From an optimization exercise on the open Yosys and OpenROAD flow, aimed at small area, a short achievable clock period and few clock cycles per item; shortcuts taken in it are not production practice. Function was checked by simulation only, so behaviour that the tests miss may differ from the original. No activity file was given, so power comes from the tool's default toggle rates.

File: flow/design.v
`default_nettype none
package axf_pkg;
        localparam int COORD_W   = 16;                   
        localparam int DATA_W    = 32;
        localparam int ADDR_W    = 6;
        localparam int CTRL_BITS = 3;
        localparam logic [5:0] ADDR_CONTROL = 6'h00;
        localparam logic [5:0] ADDR_STATUS  = 6'h04;
        localparam logic [5:0] ADDR_A       = 6'h08;
        localparam logic [5:0] ADDR_B       = 6'h0C;
        localparam logic [5:0] ADDR_D       = 6'h10;
        localparam logic [5:0] ADDR_E       = 6'h14;
        localparam logic [5:0] ADDR_TX      = 6'h18;
        localparam logic [5:0] ADDR_TY      = 6'h1C;
        localparam logic [5:0] ADDR_XIN     = 6'h20;
        localparam logic [5:0] ADDR_YIN     = 6'h24;
        localparam logic [5:0] ADDR_XOUT    = 6'h28;
        localparam logic [5:0] ADDR_YOUT    = 6'h2C;
endpackage
`default_nettype wire
`default_nettype none
module axf_regfile (
        input  logic        clk,
        input  logic        rst_n,
        input  logic [5:0]  address_i,
        input  logic [31:0] data_in_i,
        input  logic [1:0]  data_write_n_i,
        output logic [15:0] a_o, b_o, d_o, e_o, tx_o, ty_o, x_o, y_o,
        output logic [7:0]  set_o,           
        output logic [7:0]  wr_sel_o,        
        output logic [15:0] wr_val_o,        
        output logic [2:0]  ctrl_o,
        output logic        start_o
);
        logic        write_en;
        logic [15:0] wr_val;
        logic [7:0]  wr_sel;
        logic [15:0] a_q, b_q, d_q, e_q, tx_q, ty_q, x_q, y_q;
        logic [7:0]  set_q;
        logic [2:0]  ctrl_q;
        assign write_en = (data_write_n_i != 2'b11);
        assign wr_val   = data_in_i[15:0];
        always_comb begin
                wr_sel = '0;
                if (write_en) begin
                        case (address_i)
                                axf_pkg::ADDR_A:   wr_sel[0] = 1'b1;
                                axf_pkg::ADDR_B:   wr_sel[1] = 1'b1;
                                axf_pkg::ADDR_D:   wr_sel[2] = 1'b1;
                                axf_pkg::ADDR_E:   wr_sel[3] = 1'b1;
                                axf_pkg::ADDR_TX:  wr_sel[4] = 1'b1;
                                axf_pkg::ADDR_TY:  wr_sel[5] = 1'b1;
                                axf_pkg::ADDR_XIN: wr_sel[6] = 1'b1;
                                axf_pkg::ADDR_YIN: wr_sel[7] = 1'b1;
                                default: ;
                        endcase
                end
        end
        always_ff @(posedge clk) begin
                if (wr_sel[0]) a_q  <= wr_val;
                if (wr_sel[1]) b_q  <= wr_val;
                if (wr_sel[2]) d_q  <= wr_val;
                if (wr_sel[3]) e_q  <= wr_val;
                if (wr_sel[4]) tx_q <= wr_val;
                if (wr_sel[5]) ty_q <= wr_val;
                if (wr_sel[6]) x_q  <= wr_val;
                if (wr_sel[7]) y_q  <= wr_val;
        end
        always_ff @(posedge clk or negedge rst_n) begin
                if (!rst_n) begin
                        set_q  <= '0;
                        ctrl_q <= '0;
                end else begin
                        set_q <= set_q | wr_sel;
                        if (write_en && address_i == axf_pkg::ADDR_CONTROL)
                                ctrl_q <= data_in_i[2:0];
                end
        end
        assign start_o = write_en && (address_i == axf_pkg::ADDR_CONTROL) && data_in_i[0];
        assign a_o = a_q;  assign b_o = b_q;  assign d_o = d_q;  assign e_o = e_q;
        assign tx_o = tx_q; assign ty_o = ty_q; assign x_o = x_q; assign y_o = y_q;
        assign set_o    = set_q;
        assign wr_sel_o = wr_sel;
        assign wr_val_o = wr_val;
        assign ctrl_o   = ctrl_q;
endmodule
`default_nettype wire
`default_nettype none
module axf_engine (
        input  logic        clk,
        input  logic        rst_n,
        input  logic        start_i,
        input  logic [7:0]  wr_sel_i,        
        input  logic [15:0] wr_val_i,
        input  logic [15:0] a_i, b_i, d_i, e_i, tx_i, ty_i, x_i, y_i,
        input  logic [7:0]  set_i,           
        output logic        busy_o,
        output logic [15:0] res_x_o,
        output logic [15:0] res_y_o
);
        logic        op_sx_q, op_sy_q, op_x_q, op_y_q;
        logic        op_sx_d, op_sy_d, op_x_d, op_y_d;
        logic [15:0] opc_q, opv_q;               
        logic        k_tx_q, k_ty_q;             
        logic        sx_stale_q, sy_stale_q;     
        logic        sx_stale_d, sy_stale_d;
        logic [15:0] sx_q, sy_q;
        logic        busy_q, need_x_q;           
        logic        busy_d, need_x_d;
        logic [15:0] res_x_q, res_y_q;
        logic        wr_by, wr_dx, run;
        logic [7:0]  set_d;
        logic [15:0] c_reg, v_reg, opc_d, opv_d, op_k, mac_p;
        logic        c_new, v_new;
        assign wr_by = wr_sel_i[1] | wr_sel_i[7] | wr_sel_i[4];
        assign wr_dx = wr_sel_i[2] | wr_sel_i[6] | wr_sel_i[5];
        assign sx_stale_d = wr_by || (sx_stale_q && !op_sx_q);
        assign sy_stale_d = wr_dx || (sy_stale_q && !op_sy_q);
        assign busy_d     = busy_q ? !op_y_q : start_i;
        assign need_x_d   = busy_q ? (need_x_q && !op_x_q) : start_i;
        assign set_d      = set_i | wr_sel_i;
        assign run     = busy_d && !sx_stale_d && !sy_stale_d;
        assign op_sx_d = sx_stale_d;
        assign op_sy_d = !sx_stale_d && sy_stale_d;
        assign op_x_d  = run && need_x_d;
        assign op_y_d  = run && !need_x_d;
        assign c_reg = ({16{op_sx_d && set_d[1]}} & b_i) | ({16{op_sy_d && set_d[2]}} & d_i)
                     | ({16{op_x_d  && set_d[0]}} & a_i) | ({16{op_y_d  && set_d[3]}} & e_i);
        assign c_new = (op_sx_d && wr_sel_i[1]) || (op_sy_d && wr_sel_i[2])
                     || (op_x_d && wr_sel_i[0]) || (op_y_d && wr_sel_i[3]);
        assign opc_d = c_new ? wr_val_i : c_reg;
        assign v_reg = ({16{(op_sx_d || op_y_d) && set_d[7]}} & y_i)
                     | ({16{(op_sy_d || op_x_d) && set_d[6]}} & x_i);
        assign v_new = ((op_sx_d || op_y_d) && wr_sel_i[7]) || ((op_sy_d || op_x_d) && wr_sel_i[6]);
        assign opv_d = v_new ? wr_val_i : v_reg;
        always_ff @(posedge clk) begin
                opc_q <= opc_d;
                opv_q <= opv_d;
        end
        always_ff @(posedge clk or negedge rst_n) begin
                if (!rst_n) begin
                        op_sx_q    <= 1'b0;
                        op_sy_q    <= 1'b0;
                        op_x_q     <= 1'b0;
                        op_y_q     <= 1'b0;
                        k_tx_q     <= 1'b0;
                        k_ty_q     <= 1'b0;
                        sx_stale_q <= 1'b1;
                        sy_stale_q <= 1'b1;
                        busy_q     <= 1'b0;
                        need_x_q   <= 1'b0;
                end else begin
                        op_sx_q    <= op_sx_d;
                        op_sy_q    <= op_sy_d;
                        op_x_q     <= op_x_d;
                        op_y_q     <= op_y_d;
                        k_tx_q     <= op_sx_d && set_d[4];
                        k_ty_q     <= op_sy_d && set_d[5];
                        sx_stale_q <= sx_stale_d;
                        sy_stale_q <= sy_stale_d;
                        busy_q     <= busy_d;
                        need_x_q   <= need_x_d;
                end
        end
        assign op_k = ({16{k_tx_q}} & tx_i) | ({16{k_ty_q}} & ty_i)
                    | ({16{op_x_q}} & sx_q) | ({16{op_y_q}} & sy_q);
        axf_mac mac_inst (
                .c      (opc_q),
                .v      (opv_q),
                .k1     (op_k),
                .p      (mac_p)
        );
        always_ff @(posedge clk) begin
                if (op_sx_q) sx_q <= mac_p;
                if (op_sy_q) sy_q <= mac_p;
                if (op_x_q)  res_x_q <= mac_p;
                if (op_y_q)  res_y_q <= mac_p;
        end
        assign busy_o  = busy_q;
        assign res_x_o = res_x_q;
        assign res_y_o = res_y_q;
endmodule
`default_nettype wire
`default_nettype none
module axf_mac (
        input  wire [15:0] c,
        input  wire [15:0] v,
        input  wire [15:0] k1,
        output wire [15:0] p
);
wire t_1 = (c[0] & v[12]) ^ (c[1] & v[11]);
wire t_2 = (c[0] & v[12]) & (c[1] & v[11]);
wire t_3 = (c[0] & v[13]) ^ (c[1] & v[12]) ^ (c[2] & v[11]);
wire t_4 = ((c[0] & v[13]) & (c[1] & v[12])) | ((c[0] & v[13]) & (c[2] & v[11])) | ((c[1] & v[12]) & (c[2] & v[11]));
wire t_5 = (c[3] & v[10]) ^ (c[4] & v[9]);
wire t_6 = (c[3] & v[10]) & (c[4] & v[9]);
wire t_7 = (c[0] & v[14]) ^ (c[1] & v[13]) ^ (c[2] & v[12]);
wire t_8 = ((c[0] & v[14]) & (c[1] & v[13])) | ((c[0] & v[14]) & (c[2] & v[12])) | ((c[1] & v[13]) & (c[2] & v[12]));
wire t_9 = (c[3] & v[11]) ^ (c[4] & v[10]) ^ (c[5] & v[9]);
wire t_10 = ((c[3] & v[11]) & (c[4] & v[10])) | ((c[3] & v[11]) & (c[5] & v[9])) | ((c[4] & v[10]) & (c[5] & v[9]));
wire t_11 = (c[6] & v[8]) ^ (c[7] & v[7]);
wire t_12 = (c[6] & v[8]) & (c[7] & v[7]);
wire t_13 = ~(c[0] & v[15]) ^ (c[1] & v[14]) ^ (c[2] & v[13]);
wire t_14 = (~(c[0] & v[15]) & (c[1] & v[14])) | (~(c[0] & v[15]) & (c[2] & v[13])) | ((c[1] & v[14]) & (c[2] & v[13]));
wire t_15 = (c[3] & v[12]) ^ (c[4] & v[11]) ^ (c[5] & v[10]);
wire t_16 = ((c[3] & v[12]) & (c[4] & v[11])) | ((c[3] & v[12]) & (c[5] & v[10])) | ((c[4] & v[11]) & (c[5] & v[10]));
wire t_17 = (c[6] & v[9]) ^ (c[7] & v[8]) ^ (c[8] & v[7]);
wire t_18 = ((c[6] & v[9]) & (c[7] & v[8])) | ((c[6] & v[9]) & (c[8] & v[7])) | ((c[7] & v[8]) & (c[8] & v[7]));
wire t_19 = (c[9] & v[6]) ^ (c[10] & v[5]);
wire t_20 = (c[9] & v[6]) & (c[10] & v[5]);
wire t_21 = 1'b1 ^ ~(c[1] & v[15]) ^ (c[2] & v[14]);
wire t_22 = (1'b1 & ~(c[1] & v[15])) | (1'b1 & (c[2] & v[14])) | (~(c[1] & v[15]) & (c[2] & v[14]));
wire t_23 = (c[3] & v[13]) ^ (c[4] & v[12]) ^ (c[5] & v[11]);
wire t_24 = ((c[3] & v[13]) & (c[4] & v[12])) | ((c[3] & v[13]) & (c[5] & v[11])) | ((c[4] & v[12]) & (c[5] & v[11]));
wire t_25 = (c[6] & v[10]) ^ (c[7] & v[9]) ^ (c[8] & v[8]);
wire t_26 = ((c[6] & v[10]) & (c[7] & v[9])) | ((c[6] & v[10]) & (c[8] & v[8])) | ((c[7] & v[9]) & (c[8] & v[8]));
wire t_27 = (c[9] & v[7]) ^ (c[10] & v[6]) ^ (c[11] & v[5]);
wire t_28 = ((c[9] & v[7]) & (c[10] & v[6])) | ((c[9] & v[7]) & (c[11] & v[5])) | ((c[10] & v[6]) & (c[11] & v[5]));
wire t_29 = ~(c[2] & v[15]) ^ (c[3] & v[14]) ^ (c[4] & v[13]);
wire t_30 = (~(c[2] & v[15]) & (c[3] & v[14])) | (~(c[2] & v[15]) & (c[4] & v[13])) | ((c[3] & v[14]) & (c[4] & v[13]));
wire t_31 = (c[5] & v[12]) ^ (c[6] & v[11]) ^ (c[7] & v[10]);
wire t_32 = ((c[5] & v[12]) & (c[6] & v[11])) | ((c[5] & v[12]) & (c[7] & v[10])) | ((c[6] & v[11]) & (c[7] & v[10]));
wire t_33 = (c[8] & v[9]) ^ (c[9] & v[8]) ^ (c[10] & v[7]);
wire t_34 = ((c[8] & v[9]) & (c[9] & v[8])) | ((c[8] & v[9]) & (c[10] & v[7])) | ((c[9] & v[8]) & (c[10] & v[7]));
wire t_35 = ~(c[3] & v[15]) ^ (c[4] & v[14]) ^ (c[5] & v[13]);
wire t_36 = (~(c[3] & v[15]) & (c[4] & v[14])) | (~(c[3] & v[15]) & (c[5] & v[13])) | ((c[4] & v[14]) & (c[5] & v[13]));
wire t_37 = (c[6] & v[12]) ^ (c[7] & v[11]) ^ (c[8] & v[10]);
wire t_38 = ((c[6] & v[12]) & (c[7] & v[11])) | ((c[6] & v[12]) & (c[8] & v[10])) | ((c[7] & v[11]) & (c[8] & v[10]));
wire t_39 = ~(c[4] & v[15]) ^ (c[5] & v[14]) ^ (c[6] & v[13]);
wire t_40 = (~(c[4] & v[15]) & (c[5] & v[14])) | (~(c[4] & v[15]) & (c[6] & v[13])) | ((c[5] & v[14]) & (c[6] & v[13]));
wire t_41 = (c[0] & v[8]) ^ (c[1] & v[7]);
wire t_42 = (c[0] & v[8]) & (c[1] & v[7]);
wire t_43 = (c[0] & v[9]) ^ (c[1] & v[8]) ^ (c[2] & v[7]);
wire t_44 = ((c[0] & v[9]) & (c[1] & v[8])) | ((c[0] & v[9]) & (c[2] & v[7])) | ((c[1] & v[8]) & (c[2] & v[7]));
wire t_45 = (c[3] & v[6]) ^ (c[4] & v[5]);
wire t_46 = (c[3] & v[6]) & (c[4] & v[5]);
wire t_47 = (c[0] & v[10]) ^ (c[1] & v[9]) ^ (c[2] & v[8]);
wire t_48 = ((c[0] & v[10]) & (c[1] & v[9])) | ((c[0] & v[10]) & (c[2] & v[8])) | ((c[1] & v[9]) & (c[2] & v[8]));
wire t_49 = (c[3] & v[7]) ^ (c[4] & v[6]) ^ (c[5] & v[5]);
wire t_50 = ((c[3] & v[7]) & (c[4] & v[6])) | ((c[3] & v[7]) & (c[5] & v[5])) | ((c[4] & v[6]) & (c[5] & v[5]));
wire t_51 = (c[6] & v[4]) ^ (c[7] & v[3]);
wire t_52 = (c[6] & v[4]) & (c[7] & v[3]);
wire t_53 = (c[0] & v[11]) ^ (c[1] & v[10]) ^ (c[2] & v[9]);
wire t_54 = ((c[0] & v[11]) & (c[1] & v[10])) | ((c[0] & v[11]) & (c[2] & v[9])) | ((c[1] & v[10]) & (c[2] & v[9]));
wire t_55 = (c[3] & v[8]) ^ (c[4] & v[7]) ^ (c[5] & v[6]);
wire t_56 = ((c[3] & v[8]) & (c[4] & v[7])) | ((c[3] & v[8]) & (c[5] & v[6])) | ((c[4] & v[7]) & (c[5] & v[6]));
wire t_57 = (c[6] & v[5]) ^ (c[7] & v[4]) ^ (c[8] & v[3]);
wire t_58 = ((c[6] & v[5]) & (c[7] & v[4])) | ((c[6] & v[5]) & (c[8] & v[3])) | ((c[7] & v[4]) & (c[8] & v[3]));
wire t_59 = (c[9] & v[2]) ^ (c[10] & v[1]);
wire t_60 = (c[9] & v[2]) & (c[10] & v[1]);
wire t_61 = (c[2] & v[10]) ^ (c[3] & v[9]) ^ (c[4] & v[8]);
wire t_62 = ((c[2] & v[10]) & (c[3] & v[9])) | ((c[2] & v[10]) & (c[4] & v[8])) | ((c[3] & v[9]) & (c[4] & v[8]));
wire t_63 = (c[5] & v[7]) ^ (c[6] & v[6]) ^ (c[7] & v[5]);
wire t_64 = ((c[5] & v[7]) & (c[6] & v[6])) | ((c[5] & v[7]) & (c[7] & v[5])) | ((c[6] & v[6]) & (c[7] & v[5]));
wire t_65 = (c[8] & v[4]) ^ (c[9] & v[3]) ^ (c[10] & v[2]);
wire t_66 = ((c[8] & v[4]) & (c[9] & v[3])) | ((c[8] & v[4]) & (c[10] & v[2])) | ((c[9] & v[3]) & (c[10] & v[2]));
wire t_67 = (c[11] & v[1]) ^ (c[12] & v[0]) ^ t_1;
wire t_68 = ((c[11] & v[1]) & (c[12] & v[0])) | ((c[11] & v[1]) & t_1) | ((c[12] & v[0]) & t_1);
wire t_69 = (c[5] & v[8]) ^ (c[6] & v[7]) ^ (c[7] & v[6]);
wire t_70 = ((c[5] & v[8]) & (c[6] & v[7])) | ((c[5] & v[8]) & (c[7] & v[6])) | ((c[6] & v[7]) & (c[7] & v[6]));
wire t_71 = (c[8] & v[5]) ^ (c[9] & v[4]) ^ (c[10] & v[3]);
wire t_72 = ((c[8] & v[5]) & (c[9] & v[4])) | ((c[8] & v[5]) & (c[10] & v[3])) | ((c[9] & v[4]) & (c[10] & v[3]));
wire t_73 = (c[11] & v[2]) ^ (c[12] & v[1]) ^ (c[13] & v[0]);
wire t_74 = ((c[11] & v[2]) & (c[12] & v[1])) | ((c[11] & v[2]) & (c[13] & v[0])) | ((c[12] & v[1]) & (c[13] & v[0]));
wire t_75 = t_2 ^ t_5 ^ t_3;
wire t_76 = (t_2 & t_5) | (t_2 & t_3) | (t_5 & t_3);
wire t_77 = (c[8] & v[6]) ^ (c[9] & v[5]) ^ (c[10] & v[4]);
wire t_78 = ((c[8] & v[6]) & (c[9] & v[5])) | ((c[8] & v[6]) & (c[10] & v[4])) | ((c[9] & v[5]) & (c[10] & v[4]));
wire t_79 = (c[11] & v[3]) ^ (c[12] & v[2]) ^ (c[13] & v[1]);
wire t_80 = ((c[11] & v[3]) & (c[12] & v[2])) | ((c[11] & v[3]) & (c[13] & v[1])) | ((c[12] & v[2]) & (c[13] & v[1]));
wire t_81 = (c[14] & v[0]) ^ t_6 ^ t_11;
wire t_82 = ((c[14] & v[0]) & t_6) | ((c[14] & v[0]) & t_11) | (t_6 & t_11);
wire t_83 = t_4 ^ t_7 ^ t_9;
wire t_84 = (t_4 & t_7) | (t_4 & t_9) | (t_7 & t_9);
wire t_85 = (c[11] & v[4]) ^ (c[12] & v[3]) ^ (c[13] & v[2]);
wire t_86 = ((c[11] & v[4]) & (c[12] & v[3])) | ((c[11] & v[4]) & (c[13] & v[2])) | ((c[12] & v[3]) & (c[13] & v[2]));
wire t_87 = (c[14] & v[1]) ^ ~(c[15] & v[0]) ^ t_12;
wire t_88 = ((c[14] & v[1]) & ~(c[15] & v[0])) | ((c[14] & v[1]) & t_12) | (~(c[15] & v[0]) & t_12);
wire t_89 = t_19 ^ t_8 ^ t_10;
wire t_90 = (t_19 & t_8) | (t_19 & t_10) | (t_8 & t_10);
wire t_91 = t_13 ^ t_15 ^ t_17;
wire t_92 = (t_13 & t_15) | (t_13 & t_17) | (t_15 & t_17);
wire t_93 = (c[12] & v[4]) ^ (c[13] & v[3]) ^ (c[14] & v[2]);
wire t_94 = ((c[12] & v[4]) & (c[13] & v[3])) | ((c[12] & v[4]) & (c[14] & v[2])) | ((c[13] & v[3]) & (c[14] & v[2]));
wire t_95 = ~(c[15] & v[1]) ^ t_20 ^ t_14;
wire t_96 = (~(c[15] & v[1]) & t_20) | (~(c[15] & v[1]) & t_14) | (t_20 & t_14);
wire t_97 = t_16 ^ t_18 ^ t_21;
wire t_98 = (t_16 & t_18) | (t_16 & t_21) | (t_18 & t_21);
wire t_99 = t_23 ^ t_25 ^ t_27;
wire t_100 = (t_23 & t_25) | (t_23 & t_27) | (t_25 & t_27);
wire t_101 = (c[11] & v[6]) ^ (c[12] & v[5]) ^ (c[13] & v[4]);
wire t_102 = ((c[11] & v[6]) & (c[12] & v[5])) | ((c[11] & v[6]) & (c[13] & v[4])) | ((c[12] & v[5]) & (c[13] & v[4]));
wire t_103 = (c[14] & v[3]) ^ ~(c[15] & v[2]) ^ t_22;
wire t_104 = ((c[14] & v[3]) & ~(c[15] & v[2])) | ((c[14] & v[3]) & t_22) | (~(c[15] & v[2]) & t_22);
wire t_105 = t_24 ^ t_26 ^ t_28;
wire t_106 = (t_24 & t_26) | (t_24 & t_28) | (t_26 & t_28);
wire t_107 = t_29 ^ t_31 ^ t_33;
wire t_108 = (t_29 & t_31) | (t_29 & t_33) | (t_31 & t_33);
wire t_109 = (c[9] & v[9]) ^ (c[10] & v[8]) ^ (c[11] & v[7]);
wire t_110 = ((c[9] & v[9]) & (c[10] & v[8])) | ((c[9] & v[9]) & (c[11] & v[7])) | ((c[10] & v[8]) & (c[11] & v[7]));
wire t_111 = (c[12] & v[6]) ^ (c[13] & v[5]) ^ (c[14] & v[4]);
wire t_112 = ((c[12] & v[6]) & (c[13] & v[5])) | ((c[12] & v[6]) & (c[14] & v[4])) | ((c[13] & v[5]) & (c[14] & v[4]));
wire t_113 = ~(c[15] & v[3]) ^ t_30 ^ t_32;
wire t_114 = (~(c[15] & v[3]) & t_30) | (~(c[15] & v[3]) & t_32) | (t_30 & t_32);
wire t_115 = t_34 ^ t_35 ^ t_37;
wire t_116 = (t_34 & t_35) | (t_34 & t_37) | (t_35 & t_37);
wire t_117 = (c[7] & v[12]) ^ (c[8] & v[11]) ^ (c[9] & v[10]);
wire t_118 = ((c[7] & v[12]) & (c[8] & v[11])) | ((c[7] & v[12]) & (c[9] & v[10])) | ((c[8] & v[11]) & (c[9] & v[10]));
wire t_119 = (c[10] & v[9]) ^ (c[11] & v[8]) ^ (c[12] & v[7]);
wire t_120 = ((c[10] & v[9]) & (c[11] & v[8])) | ((c[10] & v[9]) & (c[12] & v[7])) | ((c[11] & v[8]) & (c[12] & v[7]));
wire t_121 = (c[13] & v[6]) ^ (c[14] & v[5]) ^ ~(c[15] & v[4]);
wire t_122 = ((c[13] & v[6]) & (c[14] & v[5])) | ((c[13] & v[6]) & ~(c[15] & v[4])) | ((c[14] & v[5]) & ~(c[15] & v[4]));
wire t_123 = t_36 ^ t_38 ^ t_39;
wire t_124 = (t_36 & t_38) | (t_36 & t_39) | (t_38 & t_39);
wire t_125 = ~(c[5] & v[15]) ^ (c[6] & v[14]) ^ (c[7] & v[13]);
wire t_126 = (~(c[5] & v[15]) & (c[6] & v[14])) | (~(c[5] & v[15]) & (c[7] & v[13])) | ((c[6] & v[14]) & (c[7] & v[13]));
wire t_127 = (c[8] & v[12]) ^ (c[9] & v[11]) ^ (c[10] & v[10]);
wire t_128 = ((c[8] & v[12]) & (c[9] & v[11])) | ((c[8] & v[12]) & (c[10] & v[10])) | ((c[9] & v[11]) & (c[10] & v[10]));
wire t_129 = (c[11] & v[9]) ^ (c[12] & v[8]) ^ (c[13] & v[7]);
wire t_130 = ((c[11] & v[9]) & (c[12] & v[8])) | ((c[11] & v[9]) & (c[13] & v[7])) | ((c[12] & v[8]) & (c[13] & v[7]));
wire t_131 = (c[14] & v[6]) ^ ~(c[15] & v[5]) ^ t_40;
wire t_132 = ((c[14] & v[6]) & ~(c[15] & v[5])) | ((c[14] & v[6]) & t_40) | (~(c[15] & v[5]) & t_40);
wire t_133 = ~(c[6] & v[15]) ^ (c[7] & v[14]) ^ (c[8] & v[13]);
wire t_134 = (~(c[6] & v[15]) & (c[7] & v[14])) | (~(c[6] & v[15]) & (c[8] & v[13])) | ((c[7] & v[14]) & (c[8] & v[13]));
wire t_135 = (c[9] & v[12]) ^ (c[10] & v[11]) ^ (c[11] & v[10]);
wire t_136 = ((c[9] & v[12]) & (c[10] & v[11])) | ((c[9] & v[12]) & (c[11] & v[10])) | ((c[10] & v[11]) & (c[11] & v[10]));
wire t_137 = (c[12] & v[9]) ^ (c[13] & v[8]) ^ (c[14] & v[7]);
wire t_138 = ((c[12] & v[9]) & (c[13] & v[8])) | ((c[12] & v[9]) & (c[14] & v[7])) | ((c[13] & v[8]) & (c[14] & v[7]));
wire t_139 = ~(c[7] & v[15]) ^ (c[8] & v[14]) ^ (c[9] & v[13]);
wire t_140 = (~(c[7] & v[15]) & (c[8] & v[14])) | (~(c[7] & v[15]) & (c[9] & v[13])) | ((c[8] & v[14]) & (c[9] & v[13]));
wire t_141 = (c[10] & v[12]) ^ (c[11] & v[11]) ^ (c[12] & v[10]);
wire t_142 = ((c[10] & v[12]) & (c[11] & v[11])) | ((c[10] & v[12]) & (c[12] & v[10])) | ((c[11] & v[11]) & (c[12] & v[10]));
wire t_143 = ~(c[8] & v[15]) ^ (c[9] & v[14]) ^ (c[10] & v[13]);
wire t_144 = (~(c[8] & v[15]) & (c[9] & v[14])) | (~(c[8] & v[15]) & (c[10] & v[13])) | ((c[9] & v[14]) & (c[10] & v[13]));
wire t_145 = (c[0] & v[6]) ^ (c[1] & v[5]);
wire t_146 = (c[0] & v[6]) & (c[1] & v[5]);
wire t_147 = (c[0] & v[7]) ^ (c[1] & v[6]) ^ (c[2] & v[5]);
wire t_148 = ((c[0] & v[7]) & (c[1] & v[6])) | ((c[0] & v[7]) & (c[2] & v[5])) | ((c[1] & v[6]) & (c[2] & v[5]));
wire t_149 = (c[3] & v[4]) ^ (c[4] & v[3]);
wire t_150 = (c[3] & v[4]) & (c[4] & v[3]);
wire t_151 = (c[2] & v[6]) ^ (c[3] & v[5]) ^ (c[4] & v[4]);
wire t_152 = ((c[2] & v[6]) & (c[3] & v[5])) | ((c[2] & v[6]) & (c[4] & v[4])) | ((c[3] & v[5]) & (c[4] & v[4]));
wire t_153 = (c[5] & v[3]) ^ (c[6] & v[2]) ^ (c[7] & v[1]);
wire t_154 = ((c[5] & v[3]) & (c[6] & v[2])) | ((c[5] & v[3]) & (c[7] & v[1])) | ((c[6] & v[2]) & (c[7] & v[1]));
wire t_155 = (c[8] & v[0]) ^ t_41;
wire t_156 = (c[8] & v[0]) & t_41;
wire t_157 = (c[5] & v[4]) ^ (c[6] & v[3]) ^ (c[7] & v[2]);
wire t_158 = ((c[5] & v[4]) & (c[6] & v[3])) | ((c[5] & v[4]) & (c[7] & v[2])) | ((c[6] & v[3]) & (c[7] & v[2]));
wire t_159 = (c[8] & v[1]) ^ (c[9] & v[0]) ^ t_42;
wire t_160 = ((c[8] & v[1]) & (c[9] & v[0])) | ((c[8] & v[1]) & t_42) | ((c[9] & v[0]) & t_42);
wire t_161 = t_45 ^ t_43 ^ k1[1];
wire t_162 = (t_45 & t_43) | (t_45 & k1[1]) | (t_43 & k1[1]);
wire t_163 = (c[8] & v[2]) ^ (c[9] & v[1]) ^ (c[10] & v[0]);
wire t_164 = ((c[8] & v[2]) & (c[9] & v[1])) | ((c[8] & v[2]) & (c[10] & v[0])) | ((c[9] & v[1]) & (c[10] & v[0]));
wire t_165 = t_46 ^ t_51 ^ t_44;
wire t_166 = (t_46 & t_51) | (t_46 & t_44) | (t_51 & t_44);
wire t_167 = t_47 ^ t_49 ^ k1[2];
wire t_168 = (t_47 & t_49) | (t_47 & k1[2]) | (t_49 & k1[2]);
wire t_169 = (c[11] & v[0]) ^ t_52 ^ t_59;
wire t_170 = ((c[11] & v[0]) & t_52) | ((c[11] & v[0]) & t_59) | (t_52 & t_59);
wire t_171 = t_48 ^ t_50 ^ t_53;
wire t_172 = (t_48 & t_50) | (t_48 & t_53) | (t_50 & t_53);
wire t_173 = t_55 ^ t_57 ^ k1[3];
wire t_174 = (t_55 & t_57) | (t_55 & k1[3]) | (t_57 & k1[3]);
wire t_175 = t_60 ^ t_54 ^ t_56;
wire t_176 = (t_60 & t_54) | (t_60 & t_56) | (t_54 & t_56);
wire t_177 = t_58 ^ t_61 ^ t_63;
wire t_178 = (t_58 & t_61) | (t_58 & t_63) | (t_61 & t_63);
wire t_179 = t_65 ^ t_67 ^ k1[4];
wire t_180 = (t_65 & t_67) | (t_65 & k1[4]) | (t_67 & k1[4]);
wire t_181 = t_62 ^ t_64 ^ t_66;
wire t_182 = (t_62 & t_64) | (t_62 & t_66) | (t_64 & t_66);
wire t_183 = t_69 ^ t_71 ^ t_73;
wire t_184 = (t_69 & t_71) | (t_69 & t_73) | (t_71 & t_73);
wire t_185 = t_68 ^ k1[5] ^ t_75;
wire t_186 = (t_68 & k1[5]) | (t_68 & t_75) | (k1[5] & t_75);
wire t_187 = t_70 ^ t_72 ^ t_74;
wire t_188 = (t_70 & t_72) | (t_70 & t_74) | (t_72 & t_74);
wire t_189 = t_77 ^ t_79 ^ t_81;
wire t_190 = (t_77 & t_79) | (t_77 & t_81) | (t_79 & t_81);
wire t_191 = t_76 ^ k1[6] ^ t_83;
wire t_192 = (t_76 & k1[6]) | (t_76 & t_83) | (k1[6] & t_83);
wire t_193 = t_78 ^ t_80 ^ t_85;
wire t_194 = (t_78 & t_80) | (t_78 & t_85) | (t_80 & t_85);
wire t_195 = t_87 ^ t_82 ^ t_89;
wire t_196 = (t_87 & t_82) | (t_87 & t_89) | (t_82 & t_89);
wire t_197 = t_84 ^ k1[7] ^ t_91;
wire t_198 = (t_84 & k1[7]) | (t_84 & t_91) | (k1[7] & t_91);
wire t_199 = t_86 ^ t_93 ^ t_88;
wire t_200 = (t_86 & t_93) | (t_86 & t_88) | (t_93 & t_88);
wire t_201 = t_90 ^ t_95 ^ t_92;
wire t_202 = (t_90 & t_95) | (t_90 & t_92) | (t_95 & t_92);
wire t_203 = k1[8] ^ t_97 ^ t_99;
wire t_204 = (k1[8] & t_97) | (k1[8] & t_99) | (t_97 & t_99);
wire t_205 = t_94 ^ t_101 ^ t_96;
wire t_206 = (t_94 & t_101) | (t_94 & t_96) | (t_101 & t_96);
wire t_207 = t_103 ^ t_105 ^ t_98;
wire t_208 = (t_103 & t_105) | (t_103 & t_98) | (t_105 & t_98);
wire t_209 = t_100 ^ k1[9] ^ t_107;
wire t_210 = (t_100 & k1[9]) | (t_100 & t_107) | (k1[9] & t_107);
wire t_211 = t_102 ^ t_109 ^ t_111;
wire t_212 = (t_102 & t_109) | (t_102 & t_111) | (t_109 & t_111);
wire t_213 = t_104 ^ t_106 ^ t_113;
wire t_214 = (t_104 & t_106) | (t_104 & t_113) | (t_106 & t_113);
wire t_215 = t_108 ^ k1[10] ^ t_115;
wire t_216 = (t_108 & k1[10]) | (t_108 & t_115) | (k1[10] & t_115);
wire t_217 = t_110 ^ t_112 ^ t_117;
wire t_218 = (t_110 & t_112) | (t_110 & t_117) | (t_112 & t_117);
wire t_219 = t_119 ^ t_121 ^ t_114;
wire t_220 = (t_119 & t_121) | (t_119 & t_114) | (t_121 & t_114);
wire t_221 = t_116 ^ k1[11] ^ t_123;
wire t_222 = (t_116 & k1[11]) | (t_116 & t_123) | (k1[11] & t_123);
wire t_223 = t_118 ^ t_120 ^ t_122;
wire t_224 = (t_118 & t_120) | (t_118 & t_122) | (t_120 & t_122);
wire t_225 = t_125 ^ t_127 ^ t_129;
wire t_226 = (t_125 & t_127) | (t_125 & t_129) | (t_127 & t_129);
wire t_227 = t_131 ^ t_124 ^ k1[12];
wire t_228 = (t_131 & t_124) | (t_131 & k1[12]) | (t_124 & k1[12]);
wire t_229 = ~(c[15] & v[6]) ^ t_126 ^ t_128;
wire t_230 = (~(c[15] & v[6]) & t_126) | (~(c[15] & v[6]) & t_128) | (t_126 & t_128);
wire t_231 = t_130 ^ t_133 ^ t_135;
wire t_232 = (t_130 & t_133) | (t_130 & t_135) | (t_133 & t_135);
wire t_233 = t_137 ^ t_132 ^ k1[13];
wire t_234 = (t_137 & t_132) | (t_137 & k1[13]) | (t_132 & k1[13]);
wire t_235 = (c[13] & v[9]) ^ (c[14] & v[8]) ^ ~(c[15] & v[7]);
wire t_236 = ((c[13] & v[9]) & (c[14] & v[8])) | ((c[13] & v[9]) & ~(c[15] & v[7])) | ((c[14] & v[8]) & ~(c[15] & v[7]));
wire t_237 = t_134 ^ t_136 ^ t_138;
wire t_238 = (t_134 & t_136) | (t_134 & t_138) | (t_136 & t_138);
wire t_239 = t_139 ^ t_141 ^ k1[14];
wire t_240 = (t_139 & t_141) | (t_139 & k1[14]) | (t_141 & k1[14]);
wire t_241 = (c[11] & v[12]) ^ (c[12] & v[11]) ^ (c[13] & v[10]);
wire t_242 = ((c[11] & v[12]) & (c[12] & v[11])) | ((c[11] & v[12]) & (c[13] & v[10])) | ((c[12] & v[11]) & (c[13] & v[10]));
wire t_243 = (c[14] & v[9]) ^ ~(c[15] & v[8]) ^ t_140;
wire t_244 = ((c[14] & v[9]) & ~(c[15] & v[8])) | ((c[14] & v[9]) & t_140) | (~(c[15] & v[8]) & t_140);
wire t_245 = t_142 ^ t_143 ^ k1[15];
wire t_246 = (t_142 & t_143) | (t_142 & k1[15]) | (t_143 & k1[15]);
wire t_247 = (c[0] & v[4]) ^ (c[1] & v[3]);
wire t_248 = (c[0] & v[4]) & (c[1] & v[3]);
wire t_249 = (c[0] & v[5]) ^ (c[1] & v[4]) ^ (c[2] & v[3]);
wire t_250 = ((c[0] & v[5]) & (c[1] & v[4])) | ((c[0] & v[5]) & (c[2] & v[3])) | ((c[1] & v[4]) & (c[2] & v[3]));
wire t_251 = (c[3] & v[2]) ^ (c[4] & v[1]);
wire t_252 = (c[3] & v[2]) & (c[4] & v[1]);
wire t_253 = (c[2] & v[4]) ^ (c[3] & v[3]) ^ (c[4] & v[2]);
wire t_254 = ((c[2] & v[4]) & (c[3] & v[3])) | ((c[2] & v[4]) & (c[4] & v[2])) | ((c[3] & v[3]) & (c[4] & v[2]));
wire t_255 = (c[5] & v[1]) ^ (c[6] & v[0]) ^ t_145;
wire t_256 = ((c[5] & v[1]) & (c[6] & v[0])) | ((c[5] & v[1]) & t_145) | ((c[6] & v[0]) & t_145);
wire t_257 = (c[5] & v[2]) ^ (c[6] & v[1]) ^ (c[7] & v[0]);
wire t_258 = ((c[5] & v[2]) & (c[6] & v[1])) | ((c[5] & v[2]) & (c[7] & v[0])) | ((c[6] & v[1]) & (c[7] & v[0]));
wire t_259 = t_146 ^ t_149 ^ t_147;
wire t_260 = (t_146 & t_149) | (t_146 & t_147) | (t_149 & t_147);
wire t_261 = t_150 ^ t_148 ^ t_151;
wire t_262 = (t_150 & t_148) | (t_150 & t_151) | (t_148 & t_151);
wire t_263 = t_153 ^ t_155 ^ k1[0];
wire t_264 = (t_153 & t_155) | (t_153 & k1[0]) | (t_155 & k1[0]);
wire t_265 = t_152 ^ t_154 ^ t_157;
wire t_266 = (t_152 & t_154) | (t_152 & t_157) | (t_154 & t_157);
wire t_267 = t_156 ^ t_159 ^ t_161;
wire t_268 = (t_156 & t_159) | (t_156 & t_161) | (t_159 & t_161);
wire t_269 = t_158 ^ t_163 ^ t_160;
wire t_270 = (t_158 & t_163) | (t_158 & t_160) | (t_163 & t_160);
wire t_271 = t_165 ^ t_162 ^ t_167;
wire t_272 = (t_165 & t_162) | (t_165 & t_167) | (t_162 & t_167);
wire t_273 = t_164 ^ t_169 ^ t_166;
wire t_274 = (t_164 & t_169) | (t_164 & t_166) | (t_169 & t_166);
wire t_275 = t_171 ^ t_168 ^ t_173;
wire t_276 = (t_171 & t_168) | (t_171 & t_173) | (t_168 & t_173);
wire t_277 = t_170 ^ t_175 ^ t_172;
wire t_278 = (t_170 & t_175) | (t_170 & t_172) | (t_175 & t_172);
wire t_279 = t_177 ^ t_174 ^ t_179;
wire t_280 = (t_177 & t_174) | (t_177 & t_179) | (t_174 & t_179);
wire t_281 = t_176 ^ t_181 ^ t_178;
wire t_282 = (t_176 & t_181) | (t_176 & t_178) | (t_181 & t_178);
wire t_283 = t_183 ^ t_180 ^ t_185;
wire t_284 = (t_183 & t_180) | (t_183 & t_185) | (t_180 & t_185);
wire t_285 = t_182 ^ t_187 ^ t_184;
wire t_286 = (t_182 & t_187) | (t_182 & t_184) | (t_187 & t_184);
wire t_287 = t_189 ^ t_186 ^ t_191;
wire t_288 = (t_189 & t_186) | (t_189 & t_191) | (t_186 & t_191);
wire t_289 = t_188 ^ t_193 ^ t_190;
wire t_290 = (t_188 & t_193) | (t_188 & t_190) | (t_193 & t_190);
wire t_291 = t_195 ^ t_192 ^ t_197;
wire t_292 = (t_195 & t_192) | (t_195 & t_197) | (t_192 & t_197);
wire t_293 = t_194 ^ t_199 ^ t_196;
wire t_294 = (t_194 & t_199) | (t_194 & t_196) | (t_199 & t_196);
wire t_295 = t_198 ^ t_201 ^ t_203;
wire t_296 = (t_198 & t_201) | (t_198 & t_203) | (t_201 & t_203);
wire t_297 = t_200 ^ t_205 ^ t_202;
wire t_298 = (t_200 & t_205) | (t_200 & t_202) | (t_205 & t_202);
wire t_299 = t_204 ^ t_207 ^ t_209;
wire t_300 = (t_204 & t_207) | (t_204 & t_209) | (t_207 & t_209);
wire t_301 = t_211 ^ t_206 ^ t_208;
wire t_302 = (t_211 & t_206) | (t_211 & t_208) | (t_206 & t_208);
wire t_303 = t_213 ^ t_210 ^ t_215;
wire t_304 = (t_213 & t_210) | (t_213 & t_215) | (t_210 & t_215);
wire t_305 = t_212 ^ t_217 ^ t_219;
wire t_306 = (t_212 & t_217) | (t_212 & t_219) | (t_217 & t_219);
wire t_307 = t_214 ^ t_216 ^ t_221;
wire t_308 = (t_214 & t_216) | (t_214 & t_221) | (t_216 & t_221);
wire t_309 = t_223 ^ t_218 ^ t_225;
wire t_310 = (t_223 & t_218) | (t_223 & t_225) | (t_218 & t_225);
wire t_311 = t_220 ^ t_222 ^ t_227;
wire t_312 = (t_220 & t_222) | (t_220 & t_227) | (t_222 & t_227);
wire t_313 = t_224 ^ t_229 ^ t_226;
wire t_314 = (t_224 & t_229) | (t_224 & t_226) | (t_229 & t_226);
wire t_315 = t_231 ^ t_228 ^ t_233;
wire t_316 = (t_231 & t_228) | (t_231 & t_233) | (t_228 & t_233);
wire t_317 = t_235 ^ t_230 ^ t_237;
wire t_318 = (t_235 & t_230) | (t_235 & t_237) | (t_230 & t_237);
wire t_319 = t_232 ^ t_234 ^ t_239;
wire t_320 = (t_232 & t_234) | (t_232 & t_239) | (t_234 & t_239);
wire t_321 = t_236 ^ t_241 ^ t_238;
wire t_322 = (t_236 & t_241) | (t_236 & t_238) | (t_241 & t_238);
wire t_323 = t_243 ^ t_240 ^ t_245;
wire t_324 = (t_243 & t_240) | (t_243 & t_245) | (t_240 & t_245);
wire t_325 = (c[0] & v[3]) ^ (c[1] & v[2]);
wire t_326 = (c[0] & v[3]) & (c[1] & v[2]);
wire t_327 = (c[2] & v[2]) ^ (c[3] & v[1]) ^ (c[4] & v[0]);
wire t_328 = ((c[2] & v[2]) & (c[3] & v[1])) | ((c[2] & v[2]) & (c[4] & v[0])) | ((c[3] & v[1]) & (c[4] & v[0]));
wire t_329 = (c[5] & v[0]) ^ t_248 ^ t_251;
wire t_330 = ((c[5] & v[0]) & t_248) | ((c[5] & v[0]) & t_251) | (t_248 & t_251);
wire t_331 = t_252 ^ t_250 ^ t_253;
wire t_332 = (t_252 & t_250) | (t_252 & t_253) | (t_250 & t_253);
wire t_333 = t_254 ^ t_257 ^ t_256;
wire t_334 = (t_254 & t_257) | (t_254 & t_256) | (t_257 & t_256);
wire t_335 = t_258 ^ t_260 ^ t_261;
wire t_336 = (t_258 & t_260) | (t_258 & t_261) | (t_260 & t_261);
wire t_337 = t_262 ^ t_265 ^ t_264;
wire t_338 = (t_262 & t_265) | (t_262 & t_264) | (t_265 & t_264);
wire t_339 = t_266 ^ t_269 ^ t_268;
wire t_340 = (t_266 & t_269) | (t_266 & t_268) | (t_269 & t_268);
wire t_341 = t_270 ^ t_273 ^ t_272;
wire t_342 = (t_270 & t_273) | (t_270 & t_272) | (t_273 & t_272);
wire t_343 = t_274 ^ t_277 ^ t_276;
wire t_344 = (t_274 & t_277) | (t_274 & t_276) | (t_277 & t_276);
wire t_345 = t_278 ^ t_281 ^ t_280;
wire t_346 = (t_278 & t_281) | (t_278 & t_280) | (t_281 & t_280);
wire t_347 = t_282 ^ t_285 ^ t_284;
wire t_348 = (t_282 & t_285) | (t_282 & t_284) | (t_285 & t_284);
wire t_349 = t_286 ^ t_289 ^ t_288;
wire t_350 = (t_286 & t_289) | (t_286 & t_288) | (t_289 & t_288);
wire t_351 = t_290 ^ t_293 ^ t_292;
wire t_352 = (t_290 & t_293) | (t_290 & t_292) | (t_293 & t_292);
wire t_353 = t_294 ^ t_297 ^ t_296;
wire t_354 = (t_294 & t_297) | (t_294 & t_296) | (t_297 & t_296);
wire t_355 = t_298 ^ t_301 ^ t_300;
wire t_356 = (t_298 & t_301) | (t_298 & t_300) | (t_301 & t_300);
wire t_357 = t_302 ^ t_305 ^ t_304;
wire t_358 = (t_302 & t_305) | (t_302 & t_304) | (t_305 & t_304);
wire t_359 = t_309 ^ t_306 ^ t_308;
wire t_360 = (t_309 & t_306) | (t_309 & t_308) | (t_306 & t_308);
wire t_361 = t_310 ^ t_313 ^ t_312;
wire t_362 = (t_310 & t_313) | (t_310 & t_312) | (t_313 & t_312);
wire t_363 = t_314 ^ t_317 ^ t_316;
wire t_364 = (t_314 & t_317) | (t_314 & t_316) | (t_317 & t_316);
wire t_365 = t_321 ^ t_318 ^ t_320;
wire t_366 = (t_321 & t_318) | (t_321 & t_320) | (t_318 & t_320);
wire t_367 = (c[0] & v[2]) ^ (c[1] & v[1]);
wire t_368 = (c[0] & v[2]) & (c[1] & v[1]);
wire t_369 = (c[2] & v[1]) ^ (c[3] & v[0]) ^ t_325;
wire t_370 = ((c[2] & v[1]) & (c[3] & v[0])) | ((c[2] & v[1]) & t_325) | ((c[3] & v[0]) & t_325);
wire t_371 = t_326 ^ t_247 ^ t_327;
wire t_372 = (t_326 & t_247) | (t_326 & t_327) | (t_247 & t_327);
wire t_373 = t_328 ^ t_249 ^ t_329;
wire t_374 = (t_328 & t_249) | (t_328 & t_329) | (t_249 & t_329);
wire t_375 = t_330 ^ t_255 ^ t_331;
wire t_376 = (t_330 & t_255) | (t_330 & t_331) | (t_255 & t_331);
wire t_377 = t_332 ^ t_259 ^ t_333;
wire t_378 = (t_332 & t_259) | (t_332 & t_333) | (t_259 & t_333);
wire t_379 = t_334 ^ t_263 ^ t_335;
wire t_380 = (t_334 & t_263) | (t_334 & t_335) | (t_263 & t_335);
wire t_381 = t_336 ^ t_337 ^ t_267;
wire t_382 = (t_336 & t_337) | (t_336 & t_267) | (t_337 & t_267);
wire t_383 = t_338 ^ t_271 ^ t_339;
wire t_384 = (t_338 & t_271) | (t_338 & t_339) | (t_271 & t_339);
wire t_385 = t_275 ^ t_340 ^ t_341;
wire t_386 = (t_275 & t_340) | (t_275 & t_341) | (t_340 & t_341);
wire t_387 = t_279 ^ t_342 ^ t_343;
wire t_388 = (t_279 & t_342) | (t_279 & t_343) | (t_342 & t_343);
wire t_389 = t_283 ^ t_344 ^ t_345;
wire t_390 = (t_283 & t_344) | (t_283 & t_345) | (t_344 & t_345);
wire t_391 = t_287 ^ t_346 ^ t_347;
wire t_392 = (t_287 & t_346) | (t_287 & t_347) | (t_346 & t_347);
wire t_393 = t_291 ^ t_348 ^ t_349;
wire t_394 = (t_291 & t_348) | (t_291 & t_349) | (t_348 & t_349);
wire t_395 = t_295 ^ t_350 ^ t_351;
wire t_396 = (t_295 & t_350) | (t_295 & t_351) | (t_350 & t_351);
wire t_397 = t_299 ^ t_352 ^ t_353;
wire t_398 = (t_299 & t_352) | (t_299 & t_353) | (t_352 & t_353);
wire t_399 = t_303 ^ t_354 ^ t_355;
wire t_400 = (t_303 & t_354) | (t_303 & t_355) | (t_354 & t_355);
wire t_401 = t_307 ^ t_356 ^ t_357;
wire t_402 = (t_307 & t_356) | (t_307 & t_357) | (t_356 & t_357);
wire t_403 = t_311 ^ t_358 ^ t_359;
wire t_404 = (t_311 & t_358) | (t_311 & t_359) | (t_358 & t_359);
wire t_405 = t_315 ^ t_360 ^ t_361;
wire t_406 = (t_315 & t_360) | (t_315 & t_361) | (t_360 & t_361);
wire t_407 = t_319 ^ t_362 ^ t_363;
wire t_408 = (t_319 & t_362) | (t_319 & t_363) | (t_362 & t_363);
wire t_409 = t_323 ^ t_364 ^ t_365;
wire t_410 = (t_323 & t_364) | (t_323 & t_365) | (t_364 & t_365);
wire [23:0] r0 = {t_409, t_407, t_405, t_403, t_401, t_399, t_397, t_395, t_393, t_391, t_389, t_387, t_385, t_383, t_381, t_379, t_377, t_375, t_373, t_371, t_369, (c[2] & v[0]), (c[0] & v[1]), (c[0] & v[0])};
wire [23:0] r1 = {t_408, t_406, t_404, t_402, t_400, t_398, t_396, t_394, t_392, t_390, t_388, t_386, t_384, t_382, t_380, t_378, t_376, t_374, t_372, t_370, t_368, t_367, (c[1] & v[0]), 1'b0};
wire [23:0] s = r0 + r1;
assign p = s[23:8];
endmodule
`default_nettype wire
`default_nettype none
module axf_readback (
        input  logic        clk,
        input  logic        rst_n,
        input  logic [5:0]  address_i,
        input  logic [2:0]  ctrl_i,
        input  logic        start_i,
        input  logic        busy_i,
        input  logic [15:0] res_x_i,
        input  logic [15:0] res_y_i,
        output logic [31:0] data_out_o
);
        logic done_q;
        logic done;
        logic sel_x, sel_y;
        always_ff @(posedge clk or negedge rst_n) begin
                if (!rst_n)
                        done_q <= 1'b0;
                else if (start_i && !busy_i)
                        done_q <= 1'b0;
                else if (busy_i)
                        done_q <= 1'b1;
        end
        assign done = done_q && !busy_i;
        assign sel_x = (address_i == axf_pkg::ADDR_XOUT) && done;
        assign sel_y = (address_i == axf_pkg::ADDR_YOUT) && done;
        always_comb begin
                data_out_o = '0;
                if (address_i == axf_pkg::ADDR_CONTROL)
                        data_out_o[2:0] = ctrl_i;
                if (address_i == axf_pkg::ADDR_STATUS)
                        data_out_o[1:0] = {busy_i, done};
                data_out_o = data_out_o
                           | ({32{sel_x}} & {{16{res_x_i[15]}}, res_x_i})
                           | ({32{sel_y}} & {{16{res_y_i[15]}}, res_y_i});
        end
endmodule
`default_nettype wire
`default_nettype none
module axf_top (
        input  logic        clk,
        input  logic        rst_n,
        input  logic [5:0]  address_i,
        input  logic [31:0] data_in_i,
        input  logic [1:0]  data_write_n_i,
        output logic [31:0] data_out_o
);
        logic [15:0] a, b, d, e, tx, ty, x, y;
        logic [2:0]  ctrl;
        logic [7:0]  set;
        logic [7:0]  wr_sel;
        logic [15:0] wr_val;
        logic        start;
        logic        busy;
        logic [15:0] res_x, res_y;
        axf_regfile regfile_inst (
                .clk            (clk),
                .rst_n          (rst_n),
                .address_i      (address_i),
                .data_in_i      (data_in_i),
                .data_write_n_i (data_write_n_i),
                .a_o (a), .b_o (b), .d_o (d), .e_o (e),
                .tx_o (tx), .ty_o (ty), .x_o (x), .y_o (y),
                .set_o          (set),
                .ctrl_o         (ctrl),
                .wr_sel_o       (wr_sel),
                .wr_val_o       (wr_val),
                .start_o        (start)
        );
        axf_engine engine_inst (
                .clk            (clk),
                .rst_n          (rst_n),
                .start_i        (start),
                .wr_sel_i       (wr_sel),
                .wr_val_i       (wr_val),
                .a_i (a), .b_i (b), .d_i (d), .e_i (e),
                .tx_i (tx), .ty_i (ty), .x_i (x), .y_i (y),
                .set_i          (set),
                .busy_o         (busy),
                .res_x_o        (res_x),
                .res_y_o        (res_y)
        );
        axf_readback readback_inst (
                .clk            (clk),
                .rst_n          (rst_n),
                .address_i      (address_i),
                .ctrl_i         (ctrl),
                .start_i        (start),
                .busy_i         (busy),
                .res_x_i        (res_x),
                .res_y_i        (res_y),
                .data_out_o     (data_out_o)
        );
endmodule
`default_nettype wire
File: flow/run.sh
#!/bin/bash
# synth_recipe.tcl (not shown) runs the flow's synth.tcl, then flattens the netlist and writes it again
# the make line also repeats each setting of config.mk as NAME=value (left out here)
make -C /OpenROAD-flow-scripts/flow DESIGN_CONFIG=/design/flow/config.mk WORK_HOME=/design/flow/orfs CLKGATE_MAP_FILE= SYNTH_SCRIPT=/design/flow/synth_recipe.tcl finish
File: flow/config.mk
export PLATFORM = sky130hd
export DESIGN_NAME = axf_top
export DESIGN_NICKNAME = axf_top
export VERILOG_FILES = /design/flow/design.v
export SDC_FILE = /design/flow/constraint.sdc
export NUM_CORES = 4
export LEC_CHECK = 0
export CAP_MARGIN = 20
export CORE_MARGIN = 2
export CORE_UTILIZATION = 30
export CTS_BUF_LIST = sky130_fd_sc_hd__clkbuf_16
export CTS_CLUSTER_DIAMETER = 100
export CTS_CLUSTER_SIZE = 32
export SETUP_SLACK_MARGIN = 4.5
export SLEW_MARGIN = 20
File: flow/constraint.sdc
create_clock -name core_clock -period 10.0 [get_ports {clk}]
set_input_delay 2.0000 -clock core_clock [delete_from_list [all_inputs] [get_ports {clk}]]
set_output_delay 2.0000 -clock core_clock [all_outputs]
set_load 0.01 [all_outputs]
==> impl_metrics.json, run 1 <==
{
  "timing.critical_path.from": "address_i[0]",
  "hpwl_mm": 26.2,
  "rows": 83,
  "num_vias": 9582,
  "synth_top_family_by_area": "adder cells",
  "crit_arrival_ps": 3480,
  "finalHoldViolCount": 0,
  "die_h_um": 233,
  "min_from": "regfile_inst.set_q[4]$_DFF_PN0_",
  "clockRootBuffer": "clkbuf_16",
  "grt_usage_pct": 14.1,
  "dp_slack_ps": 3150,
  "coreArea_um2": 51600,
  "tightest_slew_ps": 1090,
  "cp-end-kind": "primary output",
  "crit_fanout": 5,
  "area_growth_pct": 13.4,
  "maxSlewViolCount": 0,
  "power_density_nw_per_um2": 354,
  "grt_pass1_wl_mm": 58.8,
  "syn_avg_cell_area_um2": 12.3,
  "fmax_mhz": 182,
  "synth_edf_count": 192,
  "worst_slack_ps": 4520,
  "hp-class": "flip-flop to flip-flop",
  "finalSetupViolations": 0,
  "nets": 1583,
  "dr.pass1.iters": 5,
  "synthFlopType": "edfxtp_1",
  "maxCapViolCount": 0,
  "grt_pass1_vias": 10211,
  "nFillCells": 4984,
  "overflow": 0,
  "yosysSeqAreaShare_pct": 44.2,
  "clock-sinks": 246,
  "muxShareOfSynthArea_pct": 1.59,
  "wl_per_cell_um": 18.8,
  "fin_setup_tns_ps": 0,
  "yosysWarnings": 3,
  "ctsHtreeMaxLevel": 1,
  "synth_fa_ha_area_share_pct": 25.9,
  "rsz0062_at_grt": "yes",
  "synth_cells": 1280,
  "synth_compound_area_share_pct": 8.09,
  "synthArstFlopShare_pct": 8.94,
  "fin_skew_ps": 35.1,
  "cts_max_path_buffers": 3,
  "drt-total-wl_mm": 37.7,
  "slew_headroom_pct": 27.2,
  "ys_types": 63,
  "start_util_pct": 30.5,
  "syn-cell-area_um2": 15700,
  "r2r-start": "engine_inst.opc_q[4]$_DFF_P_",
  "regToRegEndpoint": "engine_inst.sx_q[14]$_DFFE_PP_",
  "io-pin-count": 74,
  "irDropWorstVdd_uv": 483,
  "dieArea_um2": 54300,
  "post-route-period-util_pct": 54.8,
  "ys_ff_latch": 246,
  "synth_xor_area_share_pct": 1.73,
  "cts_buffers": 12,
  "place_congestion": 0.812,
  "via_per_inst": 4.77,
  "clk_latency_ps": 510,
  "drt_iter0_drc": 578,
  "portBuffers": 57,
  "synth-simple-area-share_pct": 11.5,
  "grt_max_degree": 34,
  "cts_tree": "done",
  "syn_nets": 1540,
  "period_needed_ps": 5480,
  "n_antenna_cell": 0,
  "antenna_found_initial": 0,
  "setup.worst_path.start_class": "input port",
  "p_leak_nw": 7.07,
  "timing.critical_path.to": "data_out_o[23]",
  "reg2reg_depth": 21,
  "rrSetupSlack_ps": 4560,
  "worstPathRequired_ps": 8000,
  "path_class": "input port to primary output",
  "status": "complete, no violations",
  "die_x_um": 233,
  "ant_nets": 0,
  "drive_gt1_share_pct": 15.3,
  "path_clk_slew_ps": 110,
  "drc_errors": 0
}
[timing repair]
| action | 4_1_cts | 5_1_grt |
|---|---|---|
| buffers inserted | 20 | 9 |
| hold buffers | 0 | 0 |
| pin swaps | 13 | 13 |
| resized for setup | 186 | 66 |
| setup endpoints to repair | 72 | 60 |
| hold endpoints to repair | 0 | 0 |
| gates cloned | 1 | 2 |
[report_power, final]
| part | switching, mW | internal (mW) | leakage, nW |
|---|---|---|---|
| clock network | 0.321 | 0.234 | 0.194 |
| logic | 2.13 | 1.49 | 4.58 |
| registers | 0.309 | 1.82 | 2.30 |
[sequential cells by signal, summed over array words and instances, names as in the netlist, 8 cells and up]
name                 flops
engine_inst.opc_q       16
engine_inst.opv_q       16
engine_inst.res_x_q     16
engine_inst.res_y_q     16
engine_inst.sx_q        16
engine_inst.sy_q        16
regfile_inst.a_q        16
regfile_inst.b_q        16
regfile_inst.d_q        16
regfile_inst.e_q        16
regfile_inst.tx_q       16
regfile_inst.ty_q       16
regfile_inst.x_q        16
regfile_inst.y_q        16
regfile_inst.set_q       8
[layout make-up]
type                    count  area [um2]  area share, %
clock buffers              12         300           1.68
clock inverters             8        77.6          0.435
inverters                 200         756           4.24
multi-input cells         768        8040           45.1
flip-flops and latches    246        7050           39.5
well taps                 680         851           4.77
repair buffers             95         772           4.33
[cells in the mapped netlist (16+ instances only)]
master	number	area share, %
inv_1	199	4.7
edfxtp_1	192	37
fa_1	180	23
and2_1	137	5.4
nand2_1	119	2.8
clkbuf_1	47	1.1
ha_1	38	3.0
a22o_1	36	2.0
a22oi_1	36	1.7
dfxtp_1	32	4.1
nor2_1	29	0.69
a21oi_1	28	0.89
xnor2_1	23	1.3
dfrtp_1	20	3.2
a221o_1	18	1.1
buf_4	16	0.76
[critical path, cell delays in order]
cell and delay (ps):
clkbuf_4 160, or4b_4 580, nor2_4 120, buf_6 140, buf_6 120, a22o_4 130, clkdlybuf4s15_2 230
[metal layers]
| layer | vias to the layer above | routed length (um) | track usage, % |
|---|---|---|---|
| met3 | 57 | 1650 | 1.83 |
| met4 | 0 | 990 | 3.76 |
| li1 | 4290 | - | - |
| met2 | 245 | 18400 | 23.8 |
| met1 | 4990 | 16600 | 19.0 |
| met5 | - | 0 | 0 |
[cells by family after synthesis]
| kind of cell | Yosys count |
|---|---|
| multiplexers | 19 |
| XOR/XNOR | 31 |
| buffers and inverters | 268 |
| flip-flops | 246 |
| adder cells (fa/ha/maj) | 218 |
| AND/OR/NAND/NOR | 336 |
| AO/OA/AOI/OAI | 162 |
[placed cells by master, fill, tap and decap left out, types with 5 or more instances in the layout]
| cell | instances |
|---|---|
| inv_1 | 200 |
| dfrtp_1 | 20 |
| mux2_4 | 10 |
| buf_2 | 21 |
| nand2_1 | 118 |
| nand2b_1 | 6 |
| edfxtp_1 | 192 |
| a221oi_1 | 7 |
| a21oi_1 | 24 |
| clkbuf_2 | 9 |
| and3_1 | 5 |
| nor2b_1 | 6 |
| or2_2 | 6 |
| clkbuf_16 | 13 |
| dfxtp_4 | 21 |
| dfxtp_2 | 7 |
| a22o_1 | 35 |
| ha_1 | 33 |
| mux2_2 | 8 |
| buf_4 | 31 |
| fa_1 | 180 |
| xnor2_1 | 20 |
| clkdlybuf4s50_1 | 18 |
| clkdlybuf4s15_2 | 6 |
| a22oi_1 | 33 |
| a221o_1 | 18 |
| xor2_1 | 7 |
| and2_1 | 135 |
| nor2_1 | 28 |
[through the flow]
step / power, mW / std cells / utilization (%) / cell area (um2) / hold WS [ps]
floorplan: 4.07 / 1280 / - / 15700 / 420
global placement: 5.01 / 1956 / 32.7 / 16900 / 433
detailed placement: 5.08 / 1957 / 32.7 / 16900 / 434
CTS: 5.97 / 1998 / 34.2 / 17700 / 463
global route: 6.72 / 2009 / 34.6 / 17800 / 477
finish: 6.31 / 2009 / 34.6 / 17800 / 467
[worst min path at each step]
stage / cells past startpoint / end / slack, ps
floorplan: 1 / regfile_inst.set_q[0]$_DFF_PN0_ / 420
detailed placement: 1 / regfile_inst.set_q[0]$_DFF_PN0_ / 430
finish: 1 / regfile_inst.set_q[4]$_DFF_PN0_ / 470
global placement: 1 / regfile_inst.set_q[4]$_DFF_PN0_ / 430
global route: 1 / regfile_inst.set_q[4]$_DFF_PN0_ / 480
CTS: 1 / regfile_inst.set_q[0]$_DFF_PN0_ / 460
Testbench counts, summed over its fixed seeds: cycles 9,504, transforms 1,152.
==> run 2: changes to the inputs <==
--- a/flow/config.mk
+++ b/flow/config.mk
@@ -9,7 +9,7 @@
 export CORE_MARGIN = 2
 export CORE_UTILIZATION = 30
 export CTS_BUF_LIST = sky130_fd_sc_hd__clkbuf_16
-export CTS_CLUSTER_DIAMETER = 100
-export CTS_CLUSTER_SIZE = 32
-export SETUP_SLACK_MARGIN = 4.5
+export CTS_CLUSTER_DIAMETER = 80
+export CTS_CLUSTER_SIZE = 24
+export SETUP_SLACK_MARGIN = 4.2
 export SLEW_MARGIN = 20
==> impl_metrics.json, run 2 <==
{
  "finalHoldViolCount": 0,
  "crit_path_frequent_cell": "dlygate4sd2_1",
  "place_congestion": 0.829,
  "crit_fanout": 9,
  "multiInputGateArea_um2": 7800,
  "synthTopCellsByArea": "edfxtp_1 37%, fa_1 23%, and2_1 5.4%",
  "setup.worst_path.start_class": "input port",
  "area_growth_pct": 11.4,
  "ant_nets": 0,
  "fin_cells": 1991,
  "maxCapViolCount": 0,
  "synthFlopType": "edfxtp_1",
  "seq_area_um2": 7020,
  "cts_max_path_buffers": 3,
  "post-route-period-util_pct": 56.8,
  "cts_hold_buffers": 0,
  "nFillCells": 5092,
  "tightest_slew_ps": 1070,
  "irDropWorstVdd_uv": 478,
  "portBuffers": 57,
  "synth_common_cells": "199 x inv_1, 192 x edfxtp_1, 180 x fa_1, 137 x and2_1, 119 x nand2_1",
  "dieArea_um2": 54300,
  "maxSlewViolCount": 0,
  "clockRootBuffer": "clkbuf_16",
  "fmax_mhz": 176,
  "wl_per_cell_um": 18.5,
  "cts_buffers": 14,
  "fin_skew_ps": 26.3,
  "drt-total-wl_mm": 36.8,
  "grt_max_degree": 34,
  "worstPathRequired_ps": 8000,
  "n_antenna_cell": 0,
  "drt_iter0_drc": 666,
  "slowest_delay_ps": 530,
  "syn_nets": 1540,
  "die_h_um": 233,
  "p_leak_nw": 7.09,
  "clock-sinks": 246,
  "yosysTopAreaCellShare_pct": 36.7,
  "clk_latency_ps": 490,
  "overflow": 0,
  "rows": 83,
  "power_density_nw_per_um2": 342,
  "path_class": "input port to primary output",
  "cp_cell_sequence": "dlygate4sd2_1, or4b_4, nor2_4, buf_8, buf_4, a22o_1, dlygate4sd2_1",
  "ys_types": 63,
  "grt_pass1_vias": 9984,
  "grt_pass1_wl_mm": 57.6,
  "syn-cell-area_um2": 15700,
  "dp_cells": 1957,
  "nets": 1563,
  "num_vias": 9492,
  "die_x_um": 233,
  "cts_tree": "done",
  "ys_ff_latch": 246,
  "synth_cells": 1280,
  "synth_edf_count": 192,
  "synth_area_leader_cell": "edfxtp_1",
  "mostFrequentLayoutCell": "inv_1",
  "start_util_pct": 30.5,
  "finalSetupViolations": 0,
  "drc_errors": 0,
  "drive_gt1_share_pct": 9.31,
  "yosysMostFrequentCell": "inv_1",
  "period_needed_ps": 5680,
  "grt_usage_pct": 13.9,
  "antenna_found_initial": 0,
  "io-pin-count": 74,
  "crit_arrival_ps": 3680,
  "synthArstFlopShare_pct": 8.94,
  "hpwl_mm": 26.3,
  "ctsHtreeMaxLevel": 1,
  "layout_common_cells": "205 x inv_1, 192 x edfxtp_1, 180 x fa_1",
  "syn_avg_cell_area_um2": 12.3,
  "slowest_stage": "or4b_4",
  "dr.pass1.iters": 4,
  "hp-class": "flip-flop to flip-flop",
  "status": "complete, no violations",
  "via_per_inst": 4.77,
  "yosysWarnings": 3,
  "yosysSeqAreaShare_pct": 44.2,
  "fin_setup_tns_ps": 0,
  "cp-end-kind": "primary output",
  "rsz0062_at_grt": "no",
  "fin_area_um2": 17500,
  "slew_headroom_pct": 28.5,
  "placed_cell_area_um2": 16900,
  "path_clk_slew_ps": 90,
  "coreArea_um2": 51600
}
run 2: final timing paths:
check	from	to	slack, ps	cells after the start
hold / removal	regfile_inst.set_q[1]$_DFF_PN0_	regfile_inst.set_q[1]$_DFF_PN0_	460	1
max in group asynchronous	rst_n	engine_inst.sx_stale_q$_DFF_PN1_	8160	1
setup / recovery	address_i[2]	data_out_o[8]	4320	7
hold reg to reg	regfile_inst.set_q[1]$_DFF_PN0_	regfile_inst.set_q[1]$_DFF_PN0_	460	1
min in group asynchronous	rst_n	engine_inst.need_x_q$_DFF_PN0_	1460	1
setup reg to reg	engine_inst.opv_q[4]$_DFF_P_	engine_inst.sy_q[15]$_DFFE_PP_	4380	16
run 2: critical path: cells and delay by family:
kind                   cells  cell delay (ps)
AOI/OAI and AO/OA          1              150
buffers and inverters      4              840
and+or+nand+nor            2              700
run 2: report_power, final:
group,leakage [nW],internal (mW),switching (mW)
clock,0.220,0.263,0.319
sequential,2.29,1.81,0.323
combinational,4.58,1.36,1.92
run 2: what timing repair did:
| action | CTS | global route |
|---|---|---|
| setup buffers | 7 | 3 |
| endpoints found under the setup margin | 56 | 29 |
| pin swaps | 7 | 6 |
| gates resized for setup | 82 | 24 |
run 2: metal layers:
| layer | global-route usage, % | wire length (um) | vias up |
|---|---|---|---|
| li1 | - | - | 4250 |
| met1 | 19.5 | 16400 | 4972 |
| met2 | 22.8 | 18000 | 221 |
| met3 | 1.58 | 1610 | 49 |
| met4 | 3.58 | 846 | 0 |
| met5 | 0 | 0 | - |
run 2: logic make-up after synthesis:
logic type	Yosys count	synth area share, %
mux	19	1.59
buf+inv	268	6.96
flops	246	44.2
compound gates	162	8.09
xor+xnor	31	1.73
simple gates	336	11.5
fa+ha+maj	218	25.9
run 2: stage by stage:
step                hold slack [ps]  utilization [%]  power (mW)  setup slack [ps]
finish                          456             34.0        6.00              4320
global placement                433             32.7        5.00              2870
floorplan                       420                -        4.07              4460
detailed placement              433             32.7        5.08              2800
CTS                             456             33.8        5.79              4200
global route                    471             34.0        6.42              4200
run 2: final cells by class:
cell class                      count  area share [%]
Multi-Input combinational cell    766            44.5
Sequential cell                   246            40.0
Tap cell                          680            4.85
Inverter                          200            4.31
Timing Repair Buffer               75            3.92
Clock buffer                       14            2.00
Clock inverter                     10           0.364

## port drivers added, routing unchanged
The results above use ideal ports. As a check the final layouts listed here were re-extracted and re-timed, cells and wires unchanged. Step 1: set_driving_cell puts a clkbuf_16 on clk and a buf_2 on each other input, an assumption about the parent block. Step 2, shift: input delay + t, output delay - t, t = (earliest + latest rising clock arrival at the registers) / 2. This alone moves slack from input paths to output paths. Slacks: ideal ports / drivers / drivers and shift; pairs: ideal ports / drivers.
run | shift t [ns] | slack for setup (ns) | hold WS [ns] | worst setup path at the end | slew at the worst register clock pin (ns)
run 1 | 0.539 | 4.517 / 4.497 / 4.336 | 0.467 / 0.467 / 0.467 | input to register | 0.12 / 0.12
run 2 | 0.530 | 4.316 / 4.292 / 4.292 | 0.456 / 0.456 / 0.456 | input to output | 0.09 / 0.09
After both steps setup and hold are still met in every run listed. For run 1, which loses most, drivers alone change the setup slack by -0.020 ns; drivers and shift together by -0.181 ns.
